Context: an optimization exercise on an open-source flow, tuned for small area and a short achievable clock period. The choices shown serve that exercise and are no tape-out recipe. Where RTL was checked, it was by simulation tests only, not by an equivalence proof against the original.

==> run R <==
==> flow/design.v <==
package rv_pkg;
  localparam int REG_ADDR_W  = 5;
  localparam int COMMIT_XLEN = 32;
  typedef struct packed {
    logic [COMMIT_XLEN-1:0] pc;
    logic [REG_ADDR_W-1:0]  rd;
    logic                   we;
    logic [COMMIT_XLEN-1:0] data;
  } commit_entry_t;
  function automatic commit_entry_t force_fields(input commit_entry_t e, input logic valid);
    force_fields = e;
    if (!valid) force_fields = '0;
    else if (e.rd == '0) force_fields = {e.pc, e.rd, 1'b0, e.data};
  endfunction
endpackage
module commit_fifo_2w
#(
  parameter int DEPTH = 6
) (
  input  logic                  clk,
  input  logic                  rst_i,
  input  logic                  wr_open_nx,  
  input  logic [1:0]            wr_cnt,    
  input  logic                  din_e_l2,  
  input  logic                  din_o_l2,  
  input  rv_pkg::commit_entry_t lane1,
  input  rv_pkg::commit_entry_t lane2,
  input  logic [1:0]            rd_cnt,    
  output rv_pkg::commit_entry_t rd_e,      
  output rv_pkg::commit_entry_t rd_o,      
  output logic                  wr_odd,    
  output logic                  wr_odd_nx,
  output logic                  rd_odd_nx  
);
  localparam int HD = DEPTH / 2;
  logic [69:0]      mem_e [0:HD-1];   
  logic [69:0]      mem_o [0:HD-1];
  logic [DEPTH-1:0] wr_ptr, rd_ptr;   
  logic [DEPTH-1:0] wr_ptr_nx, rd_ptr_nx;
  logic             rd_odd;
  logic [HD-1:0]    wi_e, wi_o, ri_e, ri_o;
  logic [HD-1:0]    wi_e_nx, wi_o_nx, ri_e_nx, ri_o_nx;
  logic [69:0]      din_e, din_o;
  function automatic logic [DEPTH-1:0] rot(input logic [DEPTH-1:0] p, input logic [1:0] n);
    case (n)
      2'd1:    rot = {p[DEPTH-2:0], p[DEPTH-1]};
      2'd2:    rot = {p[DEPTH-3:0], p[DEPTH-1:DEPTH-2]};
      default: rot = p;
    endcase
  endfunction
  assign wr_ptr_nx = rot(wr_ptr, wr_cnt);
  assign rd_ptr_nx = rot(rd_ptr, rd_cnt);
  assign wr_odd_nx = wr_odd ^ wr_cnt[0];
  assign rd_odd_nx = rd_odd ^ rd_cnt[0];
  always_comb begin
    for (int j = 0; j < HD; j++) begin
      wi_e_nx[j] = wr_open_nx & (wr_ptr_nx[2 * j] | wr_ptr_nx[(2 * j + DEPTH - 1) % DEPTH]);
      wi_o_nx[j] = wr_open_nx & (wr_ptr_nx[2 * j] | wr_ptr_nx[2 * j + 1]);
      ri_e_nx[j] = rd_ptr_nx[2 * j] | rd_ptr_nx[(2 * j + DEPTH - 1) % DEPTH];
      ri_o_nx[j] = rd_ptr_nx[2 * j] | rd_ptr_nx[2 * j + 1];
    end
  end
  always_ff @(posedge clk or posedge rst_i) begin
    if (rst_i) begin
      wr_ptr <= DEPTH'(1);
      rd_ptr <= DEPTH'(1);
      wr_odd <= 1'b0;
      rd_odd <= 1'b0;
      wi_e   <= HD'(1);
      wi_o   <= HD'(1);
      ri_e   <= HD'(1);
      ri_o   <= HD'(1);
    end else begin
      wr_ptr <= wr_ptr_nx;
      rd_ptr <= rd_ptr_nx;
      wr_odd <= wr_odd_nx;
      rd_odd <= rd_odd_nx;
      wi_e   <= wi_e_nx;
      wi_o   <= wi_o_nx;
      ri_e   <= ri_e_nx;
      ri_o   <= ri_o_nx;
    end
  end
  assign din_e = din_e_l2 ? lane2 : lane1;
  assign din_o = din_o_l2 ? lane2 : lane1;
  always_ff @(posedge clk) begin
    for (int j = 0; j < HD; j++) begin
      if (wi_e[j]) mem_e[j] <= din_e;
      if (wi_o[j]) mem_o[j] <= din_o;
    end
  end
  always_comb begin
    rd_e = '0;
    rd_o = '0;
    for (int j = 0; j < HD; j++) begin
      rd_e = rd_e | ({70{ri_e[j]}} & mem_e[j]);
      rd_o = rd_o | ({70{ri_o[j]}} & mem_o[j]);
    end
  end
endmodule
module wb_order_restorer
#(
  parameter int DEPTH = 8,
  parameter int XLEN  = 32
) (
  input  logic                    clk,
  input  logic                    rst_i,
  input  logic                    in_valid_i,
  output logic                    in_ready_o,
  input  logic                    order_change_i,
  input  logic                    l1_valid_i,
  input  logic [XLEN-1:0]         l1_pc_i,
  input  logic [rv_pkg::REG_ADDR_W-1:0]   l1_rd_i,
  input  logic                    l1_we_i,
  input  logic [XLEN-1:0]         l1_data_i,
  input  logic                    l2_valid_i,
  input  logic [XLEN-1:0]         l2_pc_i,
  input  logic [rv_pkg::REG_ADDR_W-1:0]   l2_rd_i,
  input  logic                    l2_we_i,
  input  logic [XLEN-1:0]         l2_data_i,
  output logic                    c0_valid_o,
  output logic [XLEN-1:0]         c0_pc_o,
  output logic [rv_pkg::REG_ADDR_W-1:0]   c0_rd_o,
  output logic                    c0_we_o,
  output logic [XLEN-1:0]         c0_data_o,
  output logic                    c1_valid_o,
  output logic [XLEN-1:0]         c1_pc_o,
  output logic [rv_pkg::REG_ADDR_W-1:0]   c1_rd_o,
  output logic                    c1_we_o,
  output logic [XLEN-1:0]         c1_data_o,
  input  logic                    commit_ready_i,
  output logic [$clog2(DEPTH):0]  occupancy_o
);
  localparam int CW = $clog2(DEPTH) + 1;
  logic [DEPTH:0]  occ, occ_pop, occ_nx;    
  logic [CW-1:0]   count, count_nx;
  logic            ready, c0_valid, c1_valid;
  logic            cr, accept, both;
  logic            z, one, three, ge2, ge3, ge4;
  logic            ge2_nx, ge3_nx, ge4_nx;
  logic            rem_ge2, rem_one;
  logic [1:0]      push_cnt, t_wr_cnt, t_rd_cnt;
  logic            n0_l2, n1_l2;
  logic            wr_odd, wr_odd_nx, rd_odd_nx;
  logic            h0_o, h0_e, h1_o, h1_e;    
  logic            e_n0_cr, e_n0_nc, o_n0_cr, o_n0_nc;   
  logic            h0_ln, h1_ln, h1_l2;
  rv_pkg::commit_entry_t lane1, lane2, rd_e, rd_o, h0, h1, h0_nx, h1_nx;
  logic [4:0]      h0_s, h1_s;
  assign cr     = commit_ready_i;
  assign accept = in_valid_i & ready;
  assign both   = l1_valid_i & l2_valid_i;
  assign push_cnt = accept ? {both, l1_valid_i ^ l2_valid_i} : 2'd0;
  assign z     = occ[0];
  assign one   = occ[1];
  assign three = occ[3];
  assign rem_ge2 = cr ? ge4 : ge2;
  assign rem_one = cr ? three : one;
  always_comb begin
    occ_pop = occ;
    if (cr) occ_pop = {2'b00, occ[DEPTH:3], occ[2] | occ[1] | occ[0]};
    case (push_cnt)
      2'd1:    occ_nx = {occ_pop[DEPTH-1:0], 1'b0};
      2'd2:    occ_nx = {occ_pop[DEPTH-2:0], 2'b00};
      default: occ_nx = occ_pop;
    endcase
    count_nx = '0;
    for (int k = 0; k <= DEPTH; k++)
      if (occ_nx[k]) count_nx = count_nx | CW'(k);
  end
  assign ge2_nx = ~(occ_nx[0] | occ_nx[1]);
  assign ge3_nx = ~(occ_nx[0] | occ_nx[1] | occ_nx[2]);
  assign ge4_nx = ~(occ_nx[0] | occ_nx[1] | occ_nx[2] | occ_nx[3]);
  always_ff @(posedge clk or posedge rst_i) begin
    if (rst_i) begin
      occ      <= (DEPTH+1)'(1);
      count    <= '0;
      ready    <= 1'b1;
      c0_valid <= 1'b0;
      c1_valid <= 1'b0;
      ge2      <= 1'b0;
      ge3      <= 1'b0;
      ge4      <= 1'b0;
      h0_o     <= 1'b0;
      h0_e     <= 1'b0;
      h1_o     <= 1'b0;
      h1_e     <= 1'b0;
      e_n0_cr  <= 1'b0;
      e_n0_nc  <= 1'b0;
      o_n0_cr  <= 1'b0;
      o_n0_nc  <= 1'b0;
    end else begin
      occ      <= occ_nx;
      count    <= count_nx;
      ready    <= ~(occ_nx[DEPTH] | occ_nx[DEPTH-1]);
      c0_valid <= ~occ_nx[0];
      c1_valid <= ge2_nx;
      ge2      <= ge2_nx;
      ge3      <= ge3_nx;
      ge4      <= ge4_nx;
      h0_o     <= ge3_nx &  rd_odd_nx;
      h0_e     <= ge3_nx & ~rd_odd_nx;
      h1_o     <= ge4_nx & ~rd_odd_nx;
      h1_e     <= ge4_nx &  rd_odd_nx;
      e_n0_cr  <= ~wr_odd_nx & ge4_nx;
      e_n0_nc  <= ~wr_odd_nx & ge2_nx;
      o_n0_cr  <=  wr_odd_nx & ge4_nx;
      o_n0_nc  <=  wr_odd_nx & ge2_nx;
    end
  end
  assign lane1 = {l1_pc_i, l1_rd_i, l1_we_i & (l1_rd_i != '0), l1_data_i};
  assign lane2 = {l2_pc_i, l2_rd_i, l2_we_i & (l2_rd_i != '0), l2_data_i};
  assign n0_l2 = order_change_i ? l2_valid_i : ~l1_valid_i;
  assign n1_l2 = ~order_change_i;
  assign t_rd_cnt = (cr & ge3) ? {ge4, ~ge4} : 2'd0;
  assign t_wr_cnt = rem_ge2 ? push_cnt : {1'b0, rem_one & push_cnt[1]};
  commit_fifo_2w #(.DEPTH(DEPTH - 2)) u_fifo (
    .clk        (clk),
    .rst_i      (rst_i),
    .wr_open_nx (~(occ_nx[DEPTH] | occ_nx[DEPTH-1])),
    .wr_cnt     (t_wr_cnt),
    .din_e_l2   ((cr ? e_n0_cr : e_n0_nc) ? n0_l2 : n1_l2),
    .din_o_l2   ((cr ? o_n0_cr : o_n0_nc) ? n0_l2 : n1_l2),
    .lane1      (lane1),
    .lane2      (lane2),
    .rd_cnt     (t_rd_cnt),
    .rd_e       (rd_e),
    .rd_o       (rd_o),
    .wr_odd     (wr_odd),
    .wr_odd_nx  (wr_odd_nx),
    .rd_odd_nx  (rd_odd_nx)
  );
  assign h0_ln = cr ? ~ge3 : z;                          
  assign h1_ln = cr ? ~ge4 : (z | one);                  
  assign h1_l2 = (cr ? three : one) ? n0_l2 : n1_l2;     
  assign h0_s  = {cr & h0_o, cr & h0_e, h0_ln & n0_l2, h0_ln & ~n0_l2, ~(cr | z)};
  assign h1_s  = {cr & h1_o, cr & h1_e, h1_ln & h1_l2, h1_ln & ~h1_l2, ~(cr | z | one)};
  assign h0_nx = ({70{h0_s[4]}} & rd_o) | ({70{h0_s[3]}} & rd_e) | ({70{h0_s[2]}} & lane2)
               | ({70{h0_s[1]}} & lane1) | ({70{h0_s[0]}} & h0);
  assign h1_nx = ({70{h1_s[4]}} & rd_o) | ({70{h1_s[3]}} & rd_e) | ({70{h1_s[2]}} & lane2)
               | ({70{h1_s[1]}} & lane1) | ({70{h1_s[0]}} & h1);
  always_ff @(posedge clk) begin
    h0 <= h0_nx;
    h1 <= h1_nx;
  end
  assign in_ready_o  = ready;
  assign c0_valid_o  = c0_valid;
  assign c0_pc_o     = h0.pc;
  assign c0_rd_o     = h0.rd;
  assign c0_we_o     = h0.we;
  assign c0_data_o   = h0.data;
  assign c1_valid_o  = c1_valid;
  assign c1_pc_o     = h1.pc;
  assign c1_rd_o     = h1.rd;
  assign c1_we_o     = h1.we;
  assign c1_data_o   = h1.data;
  assign occupancy_o = count;
endmodule
==> flow/flow/run.sh <==
#!/bin/bash
# The standard synthesis and layout (standard.sh), except that from
# floorplan on the delay cells (clkdlybuf4s*, dlygate4sd*, dlymetal6s*) are
# added to the platform's don't-use list, so port buffering and repair use
# plain buffers. Synthesis runs first, unchanged. Each tool's output goes to a
# log file in this folder.
set -euo pipefail
bash standard.sh synth > synth.log 2>&1
# The platform's own don't-use list, as ORFS computes it for this config.
plat=$(make -C "$FLOW_HOME" DESIGN_CONFIG="$FLOW_CONFIG" WORK_HOME="$PWD/orfs" \
         print-DONT_USE_CELLS 2> print_dont_use.log | sed -n 's/^DONT_USE_CELLS: //p')
if [[ -z "$plat" ]]; then
  echo "could not read the platform's DONT_USE_CELLS" >&2
  exit 1
fi
dly=""
for c in clkdlybuf4s15_1 clkdlybuf4s15_2 clkdlybuf4s18_1 clkdlybuf4s18_2 \
         clkdlybuf4s25_1 clkdlybuf4s25_2 clkdlybuf4s50_1 clkdlybuf4s50_2 \
         dlygate4sd1_1 dlygate4sd2_1 dlygate4sd3_1 \
         dlymetal6s2s_1 dlymetal6s4s_1 dlymetal6s6s_1; do
  dly="$dly sky130_fd_sc_hd__$c"
done
echo "DONT_USE_CELLS=$plat$dly" > dont_use.txt
bash standard.sh "DONT_USE_CELLS=$plat$dly" finish > layout.log 2>&1
==> flow/standard.sh <==
#!/bin/bash
# synth_recipe.tcl (not shown) runs the flow's synth.tcl, then flattens the netlist and writes it again
# the make line also repeats each setting of config.mk as NAME=value (left out here)
make -C /OpenROAD-flow-scripts/flow DESIGN_CONFIG=/design/flow/config.mk WORK_HOME=/design/flow/orfs CLKGATE_MAP_FILE= SYNTH_SCRIPT=/design/flow/synth_recipe.tcl "${@:-finish}"
==> flow/config.mk <==
export PLATFORM = sky130hd
export DESIGN_NAME = wb_order_restorer
export DESIGN_NICKNAME = wb_order_restorer
export VERILOG_FILES = /design/flow/design.v
export SDC_FILE = /design/flow/constraint.sdc
export NUM_CORES = 4
export LEC_CHECK = 0
export CAP_MARGIN = 20
export CORE_MARGIN = 2
export CORE_UTILIZATION = 40
export SETUP_SLACK_MARGIN = 2.3
export SLEW_MARGIN = 20
==> flow/constraint.sdc <==
create_clock -name core_clock -period 4.6 [get_ports {clk}]
set_input_delay 0.9200 -clock core_clock [delete_from_list [all_inputs] [get_ports {clk}]]
set_output_delay 0.9200 -clock core_clock [all_outputs]
set_load 0.01 [all_outputs]
==> run Z (differences from run R) <==
--- a/flow/design.v
+++ b/flow/design.v
@@ -21,25 +21,23 @@
   input  logic                  rst_i,
   input  logic                  wr_open_nx,  
   input  logic [1:0]            wr_cnt,    
-  input  logic                  din_e_l2,  
-  input  logic                  din_o_l2,  
+  input  logic                  wr0_l2,    
+  input  logic                  wr1_l2,    
   input  rv_pkg::commit_entry_t lane1,
   input  rv_pkg::commit_entry_t lane2,
   input  logic [1:0]            rd_cnt,    
   output rv_pkg::commit_entry_t rd_e,      
   output rv_pkg::commit_entry_t rd_o,      
-  output logic                  wr_odd,    
-  output logic                  wr_odd_nx,
-  output logic                  rd_odd_nx  
+  output logic                  rd_swap    
 );
   localparam int HD = DEPTH / 2;
   logic [69:0]      mem_e [0:HD-1];   
   logic [69:0]      mem_o [0:HD-1];
   logic [DEPTH-1:0] wr_ptr, rd_ptr;   
   logic [DEPTH-1:0] wr_ptr_nx, rd_ptr_nx;
-  logic             rd_odd;
+  logic [HD-1:0]    wi_e_nx, wi_o_nx, ri_e_nx, ri_o_nx;
+  logic             wr_odd, rd_odd;
   logic [HD-1:0]    wi_e, wi_o, ri_e, ri_o;
-  logic [HD-1:0]    wi_e_nx, wi_o_nx, ri_e_nx, ri_o_nx;
   logic [69:0]      din_e, din_o;
   function automatic logic [DEPTH-1:0] rot(input logic [DEPTH-1:0] p, input logic [1:0] n);
     case (n)
@@ -50,8 +48,6 @@
   endfunction
   assign wr_ptr_nx = rot(wr_ptr, wr_cnt);
   assign rd_ptr_nx = rot(rd_ptr, rd_cnt);
-  assign wr_odd_nx = wr_odd ^ wr_cnt[0];
-  assign rd_odd_nx = rd_odd ^ rd_cnt[0];
   always_comb begin
     for (int j = 0; j < HD; j++) begin
       wi_e_nx[j] = wr_open_nx & (wr_ptr_nx[2 * j] | wr_ptr_nx[(2 * j + DEPTH - 1) % DEPTH]);
@@ -73,16 +69,16 @@
     end else begin
       wr_ptr <= wr_ptr_nx;
       rd_ptr <= rd_ptr_nx;
-      wr_odd <= wr_odd_nx;
-      rd_odd <= rd_odd_nx;
+      wr_odd <= wr_odd ^ wr_cnt[0];
+      rd_odd <= rd_odd ^ rd_cnt[0];
       wi_e   <= wi_e_nx;
       wi_o   <= wi_o_nx;
       ri_e   <= ri_e_nx;
       ri_o   <= ri_o_nx;
     end
   end
-  assign din_e = din_e_l2 ? lane2 : lane1;
-  assign din_o = din_o_l2 ? lane2 : lane1;
+  assign din_e = (wr_odd ? wr1_l2 : wr0_l2) ? lane2 : lane1;
+  assign din_o = (wr_odd ? wr0_l2 : wr1_l2) ? lane2 : lane1;
   always_ff @(posedge clk) begin
     for (int j = 0; j < HD; j++) begin
       if (wi_e[j]) mem_e[j] <= din_e;
@@ -97,6 +93,7 @@
       rd_o = rd_o | ({70{ri_o[j]}} & mem_o[j]);
     end
   end
+  assign rd_swap = rd_odd;
 endmodule
 module wb_order_restorer
 #(
@@ -137,15 +134,12 @@
   logic            ready, c0_valid, c1_valid;
   logic            cr, accept, both;
   logic            z, one, three, ge2, ge3, ge4;
-  logic            ge2_nx, ge3_nx, ge4_nx;
   logic            rem_ge2, rem_one;
   logic [1:0]      push_cnt, t_wr_cnt, t_rd_cnt;
   logic            n0_l2, n1_l2;
-  logic            wr_odd, wr_odd_nx, rd_odd_nx;
-  logic            h0_o, h0_e, h1_o, h1_e;    
-  logic            e_n0_cr, e_n0_nc, o_n0_cr, o_n0_nc;   
-  logic            h0_ln, h1_ln, h1_l2;
+  logic            rd_swap;
   rv_pkg::commit_entry_t lane1, lane2, rd_e, rd_o, h0, h1, h0_nx, h1_nx;
+  logic            h0_en, h0_hi, h1_en, h1_hi;
   logic [4:0]      h0_s, h1_s;
   assign cr     = commit_ready_i;
   assign accept = in_valid_i & ready;
@@ -168,9 +162,6 @@
     for (int k = 0; k <= DEPTH; k++)
       if (occ_nx[k]) count_nx = count_nx | CW'(k);
   end
-  assign ge2_nx = ~(occ_nx[0] | occ_nx[1]);
-  assign ge3_nx = ~(occ_nx[0] | occ_nx[1] | occ_nx[2]);
-  assign ge4_nx = ~(occ_nx[0] | occ_nx[1] | occ_nx[2] | occ_nx[3]);
   always_ff @(posedge clk or posedge rst_i) begin
     if (rst_i) begin
       occ      <= (DEPTH+1)'(1);
@@ -181,31 +172,15 @@
       ge2      <= 1'b0;
       ge3      <= 1'b0;
       ge4      <= 1'b0;
-      h0_o     <= 1'b0;
-      h0_e     <= 1'b0;
-      h1_o     <= 1'b0;
-      h1_e     <= 1'b0;
-      e_n0_cr  <= 1'b0;
-      e_n0_nc  <= 1'b0;
-      o_n0_cr  <= 1'b0;
-      o_n0_nc  <= 1'b0;
     end else begin
       occ      <= occ_nx;
       count    <= count_nx;
       ready    <= ~(occ_nx[DEPTH] | occ_nx[DEPTH-1]);
       c0_valid <= ~occ_nx[0];
-      c1_valid <= ge2_nx;
-      ge2      <= ge2_nx;
-      ge3      <= ge3_nx;
-      ge4      <= ge4_nx;
-      h0_o     <= ge3_nx &  rd_odd_nx;
-      h0_e     <= ge3_nx & ~rd_odd_nx;
-      h1_o     <= ge4_nx & ~rd_odd_nx;
-      h1_e     <= ge4_nx &  rd_odd_nx;
-      e_n0_cr  <= ~wr_odd_nx & ge4_nx;
-      e_n0_nc  <= ~wr_odd_nx & ge2_nx;
-      o_n0_cr  <=  wr_odd_nx & ge4_nx;
-      o_n0_nc  <=  wr_odd_nx & ge2_nx;
+      c1_valid <= ~(occ_nx[0] | occ_nx[1]);
+      ge2      <= ~(occ_nx[0] | occ_nx[1]);
+      ge3      <= ~(occ_nx[0] | occ_nx[1] | occ_nx[2]);
+      ge4      <= ~(occ_nx[0] | occ_nx[1] | occ_nx[2] | occ_nx[3]);
     end
   end
   assign lane1 = {l1_pc_i, l1_rd_i, l1_we_i & (l1_rd_i != '0), l1_data_i};
@@ -215,26 +190,27 @@
   assign t_rd_cnt = (cr & ge3) ? {ge4, ~ge4} : 2'd0;
   assign t_wr_cnt = rem_ge2 ? push_cnt : {1'b0, rem_one & push_cnt[1]};
   commit_fifo_2w #(.DEPTH(DEPTH - 2)) u_fifo (
-    .clk        (clk),
-    .rst_i      (rst_i),
+    .clk     (clk),
+    .rst_i   (rst_i),
     .wr_open_nx (~(occ_nx[DEPTH] | occ_nx[DEPTH-1])),
-    .wr_cnt     (t_wr_cnt),
-    .din_e_l2   ((cr ? e_n0_cr : e_n0_nc) ? n0_l2 : n1_l2),
-    .din_o_l2   ((cr ? o_n0_cr : o_n0_nc) ? n0_l2 : n1_l2),
-    .lane1      (lane1),
-    .lane2      (lane2),
-    .rd_cnt     (t_rd_cnt),
-    .rd_e       (rd_e),
-    .rd_o       (rd_o),
-    .wr_odd     (wr_odd),
-    .wr_odd_nx  (wr_odd_nx),
-    .rd_odd_nx  (rd_odd_nx)
+    .wr_cnt  (t_wr_cnt),
+    .wr0_l2  (rem_ge2 ? n0_l2 : n1_l2),
+    .wr1_l2  (n1_l2),
+    .lane1   (lane1),
+    .lane2   (lane2),
+    .rd_cnt  (t_rd_cnt),
+    .rd_e    (rd_e),
+    .rd_o    (rd_o),
+    .rd_swap (rd_swap)
   );
-  assign h0_ln = cr ? ~ge3 : z;                          
-  assign h1_ln = cr ? ~ge4 : (z | one);                  
-  assign h1_l2 = (cr ? three : one) ? n0_l2 : n1_l2;     
-  assign h0_s  = {cr & h0_o, cr & h0_e, h0_ln & n0_l2, h0_ln & ~n0_l2, ~(cr | z)};
-  assign h1_s  = {cr & h1_o, cr & h1_e, h1_ln & h1_l2, h1_ln & ~h1_l2, ~(cr | z | one)};
+  assign h0_en = cr | z;
+  assign h1_en = cr | z | one;
+  assign h0_hi = ge3 ? rd_swap : n0_l2;
+  assign h1_hi = ge4 ? ~rd_swap : (rem_one ? n0_l2 : n1_l2);
+  assign h0_s  = {h0_en & ge3 & h0_hi, h0_en & ge3 & ~h0_hi,
+                  h0_en & ~ge3 & h0_hi, h0_en & ~ge3 & ~h0_hi, ~h0_en};
+  assign h1_s  = {h1_en & ge4 & h1_hi, h1_en & ge4 & ~h1_hi,
+                  h1_en & ~ge4 & h1_hi, h1_en & ~ge4 & ~h1_hi, ~h1_en};
   assign h0_nx = ({70{h0_s[4]}} & rd_o) | ({70{h0_s[3]}} & rd_e) | ({70{h0_s[2]}} & lane2)
                | ({70{h0_s[1]}} & lane1) | ({70{h0_s[0]}} & h0);
   assign h1_nx = ({70{h1_s[4]}} & rd_o) | ({70{h1_s[3]}} & rd_e) | ({70{h1_s[2]}} & lane2)
Settings changed: CORE_UTILIZATION 40 to 60.
==> run X (differences from run R) <==
Settings changed: CORE_UTILIZATION 40 to 60, SETUP_SLACK_MARGIN 2.3 to 2.7.
==> summary.txt <==
Of run R and run Z, run R has the higher design area (gap about 2.3%, measured against run Z).
Core utilization: run R is lower than run Z (22 points).
In run Z the synthesized cell count is larger than in run X, by about 8%.
Between run X and run R, the lower register-to-register slack is in run X (gap 0.03 ns).
Against run Z, the critical path depth of run X is higher by 4.
For run R and run X, only the layout was checked, not whether the RTL still works.

==> port drivers added, routing unchanged <==
No port has a modelled driver above. Below, the same layouts with a new extraction and two added sets of constraints.
Step 1 (the two cells are an assumption about what drives the block):
set clk [get_ports {clk}]
set_driving_cell -lib_cell sky130_fd_sc_hd__clkbuf_16 $clk
set_driving_cell -lib_cell sky130_fd_sc_hd__buf_2 [delete_from_list [all_inputs] $clk]
Step 2, shift: input delay + t, output delay - t, t = (earliest + latest rising clock arrival at the registers) / 2. This alone moves slack from input paths to output paths.
a / b / c = no drivers / after step 1 / after step 2; a / b = the first two.
run	t (ns)	setup WS [ns]	worst setup path at the end	cell pins on the clock port's net
run R	0.651	2.303 / 2.289 / 1.665	input to register	1
run Z	0.677	2.311 / 2.280 / 1.654	input to register	1
run X	0.683	2.252 / 2.267 / 1.584	input to register	1
After both steps every run listed still meets setup and hold. For run X, which loses most, drivers alone change the setup slack by +0.015 ns; drivers and shift together by -0.668 ns.
